What follows belongs to an exercise in optimizing a design on an open flow for small area and a short achievable clock period; a production flow would make more cautious choices.
The RTL was checked by simulation tests, not by an equivalence proof against the original design.
Power is estimated from default activity; no workload was simulated.

## flow/config.mk

```make
export PLATFORM = sky130hd
export DESIGN_NAME = i2c_register_transfer_sequencer_top
export DESIGN_NICKNAME = i2c_register_transfer_sequencer_top
export VERILOG_FILES = /design/flow/design.v
export SDC_FILE = /design/flow/constraint.sdc
export NUM_CORES = 4
export LEC_CHECK = 0
export CAP_MARGIN = 20
export CORE_MARGIN = 2
export CORE_UTILIZATION = 30
export SLEW_MARGIN = 20
```

## flow/constraint.sdc

```tcl
create_clock -name core_clock -period 7.5 [get_ports {clock}]
set_input_delay 1.5000 -clock core_clock [delete_from_list [all_inputs] [get_ports {clock}]]
set_output_delay 1.5000 -clock core_clock [all_outputs]
set_load 0.01 [all_outputs]
```

## flow/design.v

```verilog
package i2crts_pkg;
   localparam int BUFFER_DEPTH_DEF = 256;
   localparam logic [1:0] FUNC_LOAD  = 2'd0;
   localparam logic [1:0] FUNC_WRITE = 2'd1;
   localparam logic [1:0] FUNC_READ  = 2'd2;
   localparam logic [1:0] FUNC_EVENT = 2'd3;
   localparam logic [2:0] ACT_NONE  = 3'd0;
   localparam logic [2:0] ACT_START = 3'd1;
   localparam logic [2:0] ACT_STOP  = 3'd2;
   localparam logic [2:0] ACT_SEND  = 3'd3;
   localparam logic [2:0] ACT_RECV  = 3'd4;
   localparam logic [2:0] ACT_ACK   = 3'd5;
   localparam logic [2:0] ACT_NACK  = 3'd6;
   localparam logic [1:0] ST_PENDING = 2'd0;
   localparam logic [1:0] ST_SUCCESS = 2'd1;
   localparam logic [1:0] ST_FAILED  = 2'd2;
   typedef struct packed {
      logic       en;
      logic       we;
      logic [7:0] addr;
      logic [7:0] wdata;
   } buf_req_type;
endpackage
module i2crts_wbuf #(
   parameter int BUFFER_DEPTH = i2crts_pkg::BUFFER_DEPTH_DEF
) (
   input  logic                    clock,
   input  i2crts_pkg::buf_req_type buf_req,
   output logic [7:0]              rd_data
);
   localparam int AW = (BUFFER_DEPTH > 1) ? $clog2(BUFFER_DEPTH) : 1;
   logic [7:0] buffer_ff [BUFFER_DEPTH];
   logic [7:0] rd_data_ff;
   logic [AW-1:0] addr;
   assign addr = buf_req.addr[AW-1:0];
   always_ff @(posedge clock) begin
      if (buf_req.en) begin
         if (buf_req.we) begin
            buffer_ff[addr] <= buf_req.wdata;
         end else begin
            rd_data_ff <= buffer_ff[addr];
         end
      end
   end
   assign rd_data = rd_data_ff;
endmodule
module i2crts_ctrl #(
   parameter int BUFFER_DEPTH = i2crts_pkg::BUFFER_DEPTH_DEF
) (
   input  logic                    clock,
   input  logic                    reset,
   input  logic                    req_valid,
   output logic                    req_ready,
   input  logic [1:0]              req_func,
   input  logic [6:0]              req_slave_address,
   input  logic [7:0]              req_register_address,
   input  logic [7:0]              req_byte_count,
   input  logic [7:0]              req_buffer_index,
   input  logic [7:0]              req_write_byte,
   input  logic                    req_nack_seen,
   input  logic                    req_bus_collision,
   input  logic [7:0]              req_received_byte,
   output logic                    rsp_valid,
   input  logic                    rsp_ready,
   output logic                    rsp_accepted,
   output logic [2:0]              rsp_bus_action,
   output logic [7:0]              rsp_tx_byte,
   output logic                    rsp_rx_valid,
   output logic [7:0]              rsp_rx_index,
   output logic [7:0]              rsp_rx_data,
   output logic [1:0]              rsp_transfer_status,
   output i2crts_pkg::buf_req_type buf_req,
   input  logic [7:0]              rd_data
);
   localparam int AW = (BUFFER_DEPTH > 1) ? $clog2(BUFFER_DEPTH) : 1;
   localparam logic [8:0] DEPTH9 = 9'(BUFFER_DEPTH);
   localparam logic [AW-1:0] PTR_LAST = AW'(BUFFER_DEPTH - 1);
   typedef enum logic [3:0] {
      PH_IDLE, PH_SEND_ADDR, PH_SEND_REG, PH_SEND_DATA, PH_RS_STOP, PH_RS_START,
      PH_READ_ADDR, PH_FIRST_RX, PH_RX_BYTE, PH_EN_RX, PH_NACK_DONE, PH_FAIL_END,
      PH_OK_END
   } phase_type;
   phase_type     phase_ff, phase_in;
   logic [1:0]    status_ff, status_in;
   logic [7:0]    addr_ff, addr_in;
   logic [7:0]    reg_ff, reg_in;
   logic [7:0]    count_ff, count_in;
   logic [7:0]    pos_ff, pos_in;
   logic          is_read_ff, is_read_in;
   logic [AW-1:0] ptr_ff, ptr_in;
   logic          valid_ff, valid_in;
   logic          acc_ff, acc_in;
   logic [2:0]    act_ff, act_in;
   logic [7:0]    tx_ff, tx_in;
   logic          use_mem_ff, use_mem_in;
   logic          rxv_ff, rxv_in;
   logic [7:0]    rxi_ff, rxi_in;
   logic [7:0]    rxd_ff, rxd_in;
   logic          accept;
   logic [7:0]    pos_inc;
   assign req_ready = !valid_ff || rsp_ready;
   assign accept    = req_valid && req_ready;
   assign pos_inc   = pos_ff + 8'd1;
   always_comb begin
      phase_in   = phase_ff;
      status_in  = status_ff;
      addr_in    = addr_ff;
      reg_in     = reg_ff;
      count_in   = count_ff;
      pos_in     = pos_ff;
      is_read_in = is_read_ff;
      ptr_in     = ptr_ff;
      valid_in   = valid_ff && !rsp_ready;
      acc_in     = acc_ff;
      act_in     = act_ff;
      tx_in      = tx_ff;
      use_mem_in = use_mem_ff;
      rxv_in     = rxv_ff;
      rxi_in     = rxi_ff;
      rxd_in     = rxd_ff;
      buf_req.en    = 1'b0;
      buf_req.we    = 1'b0;
      buf_req.addr  = req_buffer_index;
      buf_req.wdata = req_write_byte;
      if (accept) begin
         valid_in   = 1'b1;
         acc_in     = 1'b0;
         act_in     = i2crts_pkg::ACT_NONE;
         tx_in      = 8'd0;
         use_mem_in = 1'b0;
         rxv_in     = 1'b0;
         rxi_in     = 8'd0;
         rxd_in     = 8'd0;
         unique case (req_func)
            i2crts_pkg::FUNC_LOAD: begin
               if ({1'b0, req_buffer_index} < DEPTH9) begin
                  buf_req.en = 1'b1;
                  buf_req.we = 1'b1;
                  acc_in     = 1'b1;
               end
            end
            i2crts_pkg::FUNC_WRITE, i2crts_pkg::FUNC_READ: begin
               if (phase_ff == PH_IDLE) begin
                  addr_in    = {req_slave_address, 1'b0};
                  reg_in     = req_register_address;
                  count_in   = req_byte_count;
                  pos_in     = 8'd0;
                  ptr_in     = '0;
                  is_read_in = (req_func == i2crts_pkg::FUNC_READ);
                  status_in  = i2crts_pkg::ST_PENDING;
                  phase_in   = PH_SEND_ADDR;
                  acc_in     = 1'b1;
                  act_in     = i2crts_pkg::ACT_START;
               end
            end
            default: begin
               if (phase_ff != PH_IDLE) begin
                  acc_in = 1'b1;
                  if (req_bus_collision) begin
                     act_in   = i2crts_pkg::ACT_STOP;
                     phase_in = PH_FAIL_END;
                  end else begin
                     unique case (phase_ff)
                        PH_SEND_ADDR: begin
                           act_in   = i2crts_pkg::ACT_SEND;
                           tx_in    = addr_ff;
                           phase_in = PH_SEND_REG;
                        end
                        PH_SEND_REG: begin
                           if (req_nack_seen) begin
                              act_in   = i2crts_pkg::ACT_STOP;
                              phase_in = PH_FAIL_END;
                           end else begin
                              act_in   = i2crts_pkg::ACT_SEND;
                              tx_in    = reg_ff;
                              phase_in = is_read_ff ? PH_RS_STOP : PH_SEND_DATA;
                           end
                        end
                        PH_SEND_DATA: begin
                           if (req_nack_seen) begin
                              act_in   = i2crts_pkg::ACT_STOP;
                              phase_in = PH_FAIL_END;
                           end else if (pos_ff < count_ff) begin
                              act_in       = i2crts_pkg::ACT_SEND;
                              use_mem_in   = 1'b1;
                              buf_req.en   = 1'b1;
                              buf_req.addr = 8'(ptr_ff);
                              pos_in       = pos_inc;
                              ptr_in       = (ptr_ff == PTR_LAST) ? '0 : ptr_ff + 1'b1;
                           end else begin
                              act_in   = i2crts_pkg::ACT_STOP;
                              phase_in = PH_OK_END;
                           end
                        end
                        PH_RS_STOP: begin
                           act_in   = i2crts_pkg::ACT_STOP;
                           phase_in = PH_RS_START;
                        end
                        PH_RS_START: begin
                           act_in   = i2crts_pkg::ACT_START;
                           phase_in = PH_READ_ADDR;
                        end
                        PH_READ_ADDR: begin
                           act_in   = i2crts_pkg::ACT_SEND;
                           tx_in    = addr_ff + 8'd1;
                           phase_in = PH_FIRST_RX;
                        end
                        PH_FIRST_RX: begin
                           if (req_nack_seen) begin
                              act_in   = i2crts_pkg::ACT_STOP;
                              phase_in = PH_FAIL_END;
                           end else begin
                              act_in   = i2crts_pkg::ACT_RECV;
                              phase_in = PH_RX_BYTE;
                           end
                        end
                        PH_RX_BYTE: begin
                           rxv_in = 1'b1;
                           rxi_in = pos_ff;
                           rxd_in = req_received_byte;
                           pos_in = pos_inc;
                           if (pos_inc < count_ff) begin
                              act_in   = i2crts_pkg::ACT_ACK;
                              phase_in = PH_EN_RX;
                           end else begin
                              act_in   = i2crts_pkg::ACT_NACK;
                              phase_in = PH_NACK_DONE;
                           end
                        end
                        PH_EN_RX: begin
                           act_in   = i2crts_pkg::ACT_RECV;
                           phase_in = PH_RX_BYTE;
                        end
                        PH_NACK_DONE: begin
                           act_in   = i2crts_pkg::ACT_STOP;
                           phase_in = PH_OK_END;
                        end
                        PH_FAIL_END: begin
                           status_in = i2crts_pkg::ST_FAILED;
                           phase_in  = PH_IDLE;
                        end
                        PH_OK_END: begin
                           status_in = i2crts_pkg::ST_SUCCESS;
                           phase_in  = PH_IDLE;
                        end
                        default: begin
                           status_in = i2crts_pkg::ST_FAILED;
                           phase_in  = PH_IDLE;
                        end
                     endcase
                  end
               end
            end
         endcase
      end
   end
   always_ff @(posedge clock) begin
      if (reset) begin
         phase_ff  <= PH_IDLE;
         status_ff <= i2crts_pkg::ST_SUCCESS;
         valid_ff  <= 1'b0;
      end else begin
         phase_ff  <= phase_in;
         status_ff <= status_in;
         valid_ff  <= valid_in;
      end
      addr_ff    <= addr_in;
      reg_ff     <= reg_in;
      count_ff   <= count_in;
      pos_ff     <= pos_in;
      is_read_ff <= is_read_in;
      ptr_ff     <= ptr_in;
      acc_ff     <= acc_in;
      act_ff     <= act_in;
      tx_ff      <= tx_in;
      use_mem_ff <= use_mem_in;
      rxv_ff     <= rxv_in;
      rxi_ff     <= rxi_in;
      rxd_ff     <= rxd_in;
   end
   logic [1:0] st_out_ff;
   always_ff @(posedge clock) begin
      if (accept) begin
         st_out_ff <= status_in;
      end
   end
   assign rsp_valid           = valid_ff;
   assign rsp_accepted        = acc_ff;
   assign rsp_bus_action      = act_ff;
   assign rsp_tx_byte         = use_mem_ff ? rd_data : tx_ff;
   assign rsp_rx_valid        = rxv_ff;
   assign rsp_rx_index        = rxi_ff;
   assign rsp_rx_data         = rxd_ff;
   assign rsp_transfer_status = st_out_ff;
endmodule
module i2c_register_transfer_sequencer_top #(
   parameter int BUFFER_DEPTH = i2crts_pkg::BUFFER_DEPTH_DEF
) (
   input  logic       clock,
   input  logic       reset,
   input  logic       req_valid,
   output logic       req_ready,
   input  logic [1:0] req_func,
   input  logic [6:0] req_slave_address,
   input  logic [7:0] req_register_address,
   input  logic [7:0] req_byte_count,
   input  logic [7:0] req_buffer_index,
   input  logic [7:0] req_write_byte,
   input  logic       req_nack_seen,
   input  logic       req_bus_collision,
   input  logic [7:0] req_received_byte,
   output logic       rsp_valid,
   input  logic       rsp_ready,
   output logic       rsp_accepted,
   output logic [2:0] rsp_bus_action,
   output logic [7:0] rsp_tx_byte,
   output logic       rsp_rx_valid,
   output logic [7:0] rsp_rx_index,
   output logic [7:0] rsp_rx_data,
   output logic [1:0] rsp_transfer_status
);
   i2crts_pkg::buf_req_type buf_req;
   logic [7:0]              rd_data;
   i2crts_ctrl #(
      .BUFFER_DEPTH(BUFFER_DEPTH)
   ) u_ctrl (
      .clock               (clock),
      .reset               (reset),
      .req_valid           (req_valid),
      .req_ready           (req_ready),
      .req_func            (req_func),
      .req_slave_address   (req_slave_address),
      .req_register_address(req_register_address),
      .req_byte_count      (req_byte_count),
      .req_buffer_index    (req_buffer_index),
      .req_write_byte      (req_write_byte),
      .req_nack_seen       (req_nack_seen),
      .req_bus_collision   (req_bus_collision),
      .req_received_byte   (req_received_byte),
      .rsp_valid           (rsp_valid),
      .rsp_ready           (rsp_ready),
      .rsp_accepted        (rsp_accepted),
      .rsp_bus_action      (rsp_bus_action),
      .rsp_tx_byte         (rsp_tx_byte),
      .rsp_rx_valid        (rsp_rx_valid),
      .rsp_rx_index        (rsp_rx_index),
      .rsp_rx_data         (rsp_rx_data),
      .rsp_transfer_status (rsp_transfer_status),
      .buf_req             (buf_req),
      .rd_data             (rd_data)
   );
   i2crts_wbuf #(
      .BUFFER_DEPTH(BUFFER_DEPTH)
   ) u_wbuf (
      .clock  (clock),
      .buf_req(buf_req),
      .rd_data(rd_data)
   );
endmodule
```

## flow/run.sh

```bash
#!/bin/bash
# synth_recipe.tcl (not shown) runs the flow's synth.tcl, then flattens the netlist and writes it again
# the make line also repeats each setting of config.mk as NAME=value (left out here)
make -C /OpenROAD-flow-scripts/flow DESIGN_CONFIG=/design/flow/config.mk WORK_HOME=/design/flow/orfs CLKGATE_MAP_FILE= SYNTH_SCRIPT=/design/flow/synth_recipe.tcl finish
```

==> impl_metrics.env <==
export IMPL_synth_async_sr_flop_share_pct=0
export IMPL_clock_skew_ns=0.0306
export IMPL_clk_latency_ns=0.87
export IMPL_fin_tns_setup_ns=0
export IMPL_hold_depth=2
export IMPL_hold_viol=0
export IMPL_multi_input_comb_area_mm2=0.0203
export IMPL_grt_max_degree=182
export IMPL_numCtsBuffers=214
export IMPL_grt_pass1_vias=52223
export IMPL_port_buffers=87
export IMPL_fmax_mhz=151
export IMPL_p_per_area_mw_per_mm2=253
export IMPL_max_slew_margin_rel_pct=18.4
export IMPL_start_kind="input port"
export IMPL_cts_tree="built"
export IMPL_slew_violations=0
export IMPL_root_buffer="clkbuf_16"
export IMPL_finalCriticalPeriod_ns=6.62
export IMPL_power_mw=25.3
export IMPL_fp_dieH_um=539
export IMPL_area_growth_pct=16.4
export IMPL_clockBufferDepth=3
export IMPL_syn_area_mm2=0.0859
export IMPL_synth_edf_count=2128
export IMPL_critPathRequiredTime_ns=8.07
export IMPL_start_util_pct=30.1
export IMPL_ios=88
export IMPL_min_path_type="register to register"
export IMPL_place_area_mm2=0.0930
export IMPL_path_max_fanout=19
export IMPL_antenna_found_initial=16
export IMPL_ctsResizeCount=0
export IMPL_finalCritPeriodShare_pct=88.2
export IMPL_ant_nets=0
export IMPL_synth_seq_area_share_pct=74.5
export IMPL_wl_mm=278
export IMPL_die_area_mm2=0.291
export IMPL_n_fill_cell=27110
export IMPL_grt_use_total_pct=18.5
export IMPL_postSynthCellCount=5982
export IMPL_place_inst=9806
export IMPL_cap_violations=0
export IMPL_cpMaxStageDelayCell="o31ai_1"
export IMPL_ir_worst_vdd_mv=0.265
export IMPL_setup_violations=0
export IMPL_r2r_cells=12
export IMPL_syn_avg_cell_area_um2=14.4
export IMPL_ys_flop_type="edfxtp_1"
export IMPL_gp_congestion=0.932
export IMPL_drc=0
export IMPL_cts_clk_slew_worst_paths_ns=0.06
export IMPL_synth_seq_cells=2135
export IMPL_power_leakage_nw=33.4
export IMPL_via_per_inst=5.40
export IMPL_grt_setup_unrepaired="false"
export IMPL_rows=196
export IMPL_holdWs_ns=0.579
export IMPL_drt_pre_antenna_iters=6
export IMPL_dp_hpwl_mm=179
export IMPL_tightest_slew_ns=1.20
export IMPL_ff_latch_area_mm2=0.0640
export IMPL_fin_cells=10216
export IMPL_core_mm2=0.285
export IMPL_postLayoutCellArea_mm2=0.100
export IMPL_grt_pass1_wl_mm=392
export IMPL_layout_drive_gt1_share_pct=11.6
export IMPL_grt_overflow_total=0
export IMPL_drt_initial_drc_count=7854
export IMPL_critical_path_class="input port to register"
export IMPL_nets=6340
export IMPL_cp_top_family="compound AO/OA/AOI/OAI gates"
export IMPL_critPathCaptureType="register"
export IMPL_crit_path_frequent_cell="nand4_1"
export IMPL_mappedNetlistNets=6062
export IMPL_yosysWarnings=2
export IMPL_crit_arrival_ns=7.18
export IMPL_hold_buffers=0
export IMPL_cts_setup_buffers=0
export IMPL_htreeDepth=4
export IMPL_wl_per_cell_um=27.2
export IMPL_critPathBufInv=2
export IMPL_yosysUniqueCellTypes=75
export IMPL_path_depth=12
export IMPL_vias=55188
export IMPL_die_x_um=539
export IMPL_slowest_delay_ns=1.03
export IMPL_outcome="finished clean"
export IMPL_crit_chain="clkdlybuf4s50_1 -> a2111oi_4 -> o211a_1 -> o2111a_2 -> mux2i_2 -> nand2_1 -> buf_4 -> a21oi_1 -> nor4_1 -> nand4_1 -> o31ai_1 -> nand4_1"
export IMPL_clkSinkCount=2135
synthesized netlist by cell type, types with 8 or more instances:
library cell,count,area share (%)
a22oi_1,36,0.31
clkbuf_1,151,0.66
nor4_1,54,0.39
nor3_1,25,0.15
nor2_1,329,1.4
ha_1,24,0.35
o21ai_0,21,0.12
buf_2,146,0.85
a32oi_1,22,0.22
o21a_1,10,0.087
mux2i_1,501,5.8
buf_6,8,0.10
a221oi_1,80,0.82
and2_1,26,0.19
mux2_2,20,0.26
nand2_1,1048,4.6
a211oi_1,78,0.68
nand4_1,63,0.46
a311oi_1,14,0.14
inv_1,27,0.12
buf_4,26,0.23
buf_1,32,0.14
edfxtp_1,2128,74
a31oi_1,31,0.23
nand3_1,426,2.5
nor2b_1,74,0.54
a21oi_1,314,1.8
nand2b_1,9,0.066
o22ai_1,131,0.95
o31ai_1,26,0.23
placed cells by master (no fill, tap or decap), drive strengths merged, types with 31 or more instances in the layout:
cell type / synthesis / final
edfxtp: 2128 / 2128
nand2: 1052 / 1052
mux2i: 502 / 502
nand3: 426 / 426
buf: 212 / 338
nor2: 330 / 330
a21oi: 315 / 315
clkbuf: 151 / 259
o22ai: 131 / 131
clkinv: 0 / 111
a221oi: 80 / 80
clkdlybuf4s50: 0 / 79
a211oi: 78 / 78
nor2b: 74 / 74
nand4: 63 / 63
nor4: 54 / 54
inv: 28 / 38
a22oi: 36 / 36
a31oi: 31 / 31
metal layers:
metal  vias up  share of wire, %  GRT usage, %  wire [µm]
met3       560                11          3.59      29400
met5         -             0.029             0         80
met1     27853                40          25.3     111000
li1      23277                 -             -          -
met4         6               4.3          7.85      12100
met2      3492                45          28.5     126000
final timing paths:
check | startpoint | end | slack, ns
setup / recovery | req_nack_seen | u_wbuf.rd_data_ff[6] | 0.88
hold / removal | u_ctrl.reg_ff[5] | u_ctrl.tx_ff[5] | 0.58
setup reg to reg | u_ctrl.pos_ff[7] | u_wbuf.rd_data_ff[6] | 1.18
hold reg to reg | u_ctrl.reg_ff[5] | u_ctrl.tx_ff[5] | 0.58
report_power, final:
group	internal (mW)	total [mW]	leakage (nW)	switching [mW]
Sequential	13.2	13.2	19.2	0.0225
Clock	6.03	10.7	3.42	4.65
Combinational	0.373	1.40	10.7	1.02
Total	19.6	25.3	33.4	5.70
through the flow:
stage               util (%)  worst slack (ns)
global placement        32.6             0.266
global route            35.1             0.890
finish                  35.1             0.883
floorplan                  -              2.94
CTS                     35.1              1.17
detailed placement      32.6             0.238
cell type report:
| cell class | instances | area share, % |
|---|---|---|
| Timing Repair Buffer | 425 | 3.85 |
| Antenna cell | 8 | 0.0200 |
| Tap cell | 3762 | 4.71 |
| Sequential cell | 2135 | 64.1 |
| Clock buffer | 251 | 5.52 |
| Clock inverter | 151 | 1.43 |
| Inverter | 28 | 0.105 |
| Multi-Input combinational cell | 3456 | 20.3 |
flip-flops by register name, summed over array words and instances, names as in the netlist:
register / count
u_ctrl.rxi_ff: 8
u_ctrl.pos_ff: 8
u_wbuf.rd_data_ff: 8
u_ctrl.rxv_ff: 1
u_ctrl.tx_ff: 8
u_ctrl.st_out_ff: 2
u_ctrl.act_ff: 3
u_ctrl.addr_ff: 7
u_ctrl.ptr_ff: 8
u_wbuf.buffer_ff: 2048
u_ctrl.phase_ff: 4
u_ctrl.status_ff: 2
u_ctrl.acc_ff: 1
u_ctrl.reg_ff: 8
u_ctrl.use_mem_ff: 1
u_ctrl.rxd_ff: 8
u_ctrl.is_read_ff: 1
u_ctrl.valid_ff: 1
u_ctrl.count_ff: 8
worst reg2reg max path, cell delays in order, from the launching register on:
cell       delay [ns]
edfxtp_1         0.51
ha_1             0.41
a2111oi_4        0.39
o211a_1          0.27
o2111a_2         0.84
mux2i_2          0.55
nand2_1          0.46
buf_4            0.30
a21oi_1          0.13
nor4_1           0.81
nand4_1          0.18
o31ai_1          1.03
nand4_1          0.15
cells by family (layout without fill, tap and decap cells):
family | after synthesis | after routing | share of synthesized area [%]
AOI/OAI and AO/OA | 811 | 811 | 6.17
xor gates and xnor gates | 12 | 12 | 0.122
adders and majority gates | 25 | 25 | 0.373
buffers and inverters | 391 | 855 | 2.10
DFF | 2135 | 2135 | 74.5
muxes | 524 | 524 | 6.15
other | 0 | 8 | 0
and+or+nand+nor | 2084 | 2084 | 10.5

-- port drivers added, routing unchanged --
How much do the figures lean on ideal ports? The routed layout below was timed once more, with nothing changed but the port constraints. Step 1 sets driving cells, clkbuf_16 on the clock port and buf_2 on the other inputs (assumed; they add their load-dependent delay and slew). Step 2 also shifts input and output timing later by t, the mid clock arrival at the registers, as if the neighbouring blocks saw the same clock. Three values: ideal, step 1, step 2; two values: the first two.
t, ns: 0.964
slack for setup (ns): 0.883 / 0.942 / -0.021
hold slack, ns: 0.579 / 0.579 / 0.579
worst setup path after step 2: input to register
slew at the worst register clock pin (ns): 0.07 / 0.07
With both steps, setup timing fails in this run, where it was met with ideal ports. For this run, drivers alone change the setup slack by +0.059 ns; drivers and shift together by -0.904 ns.
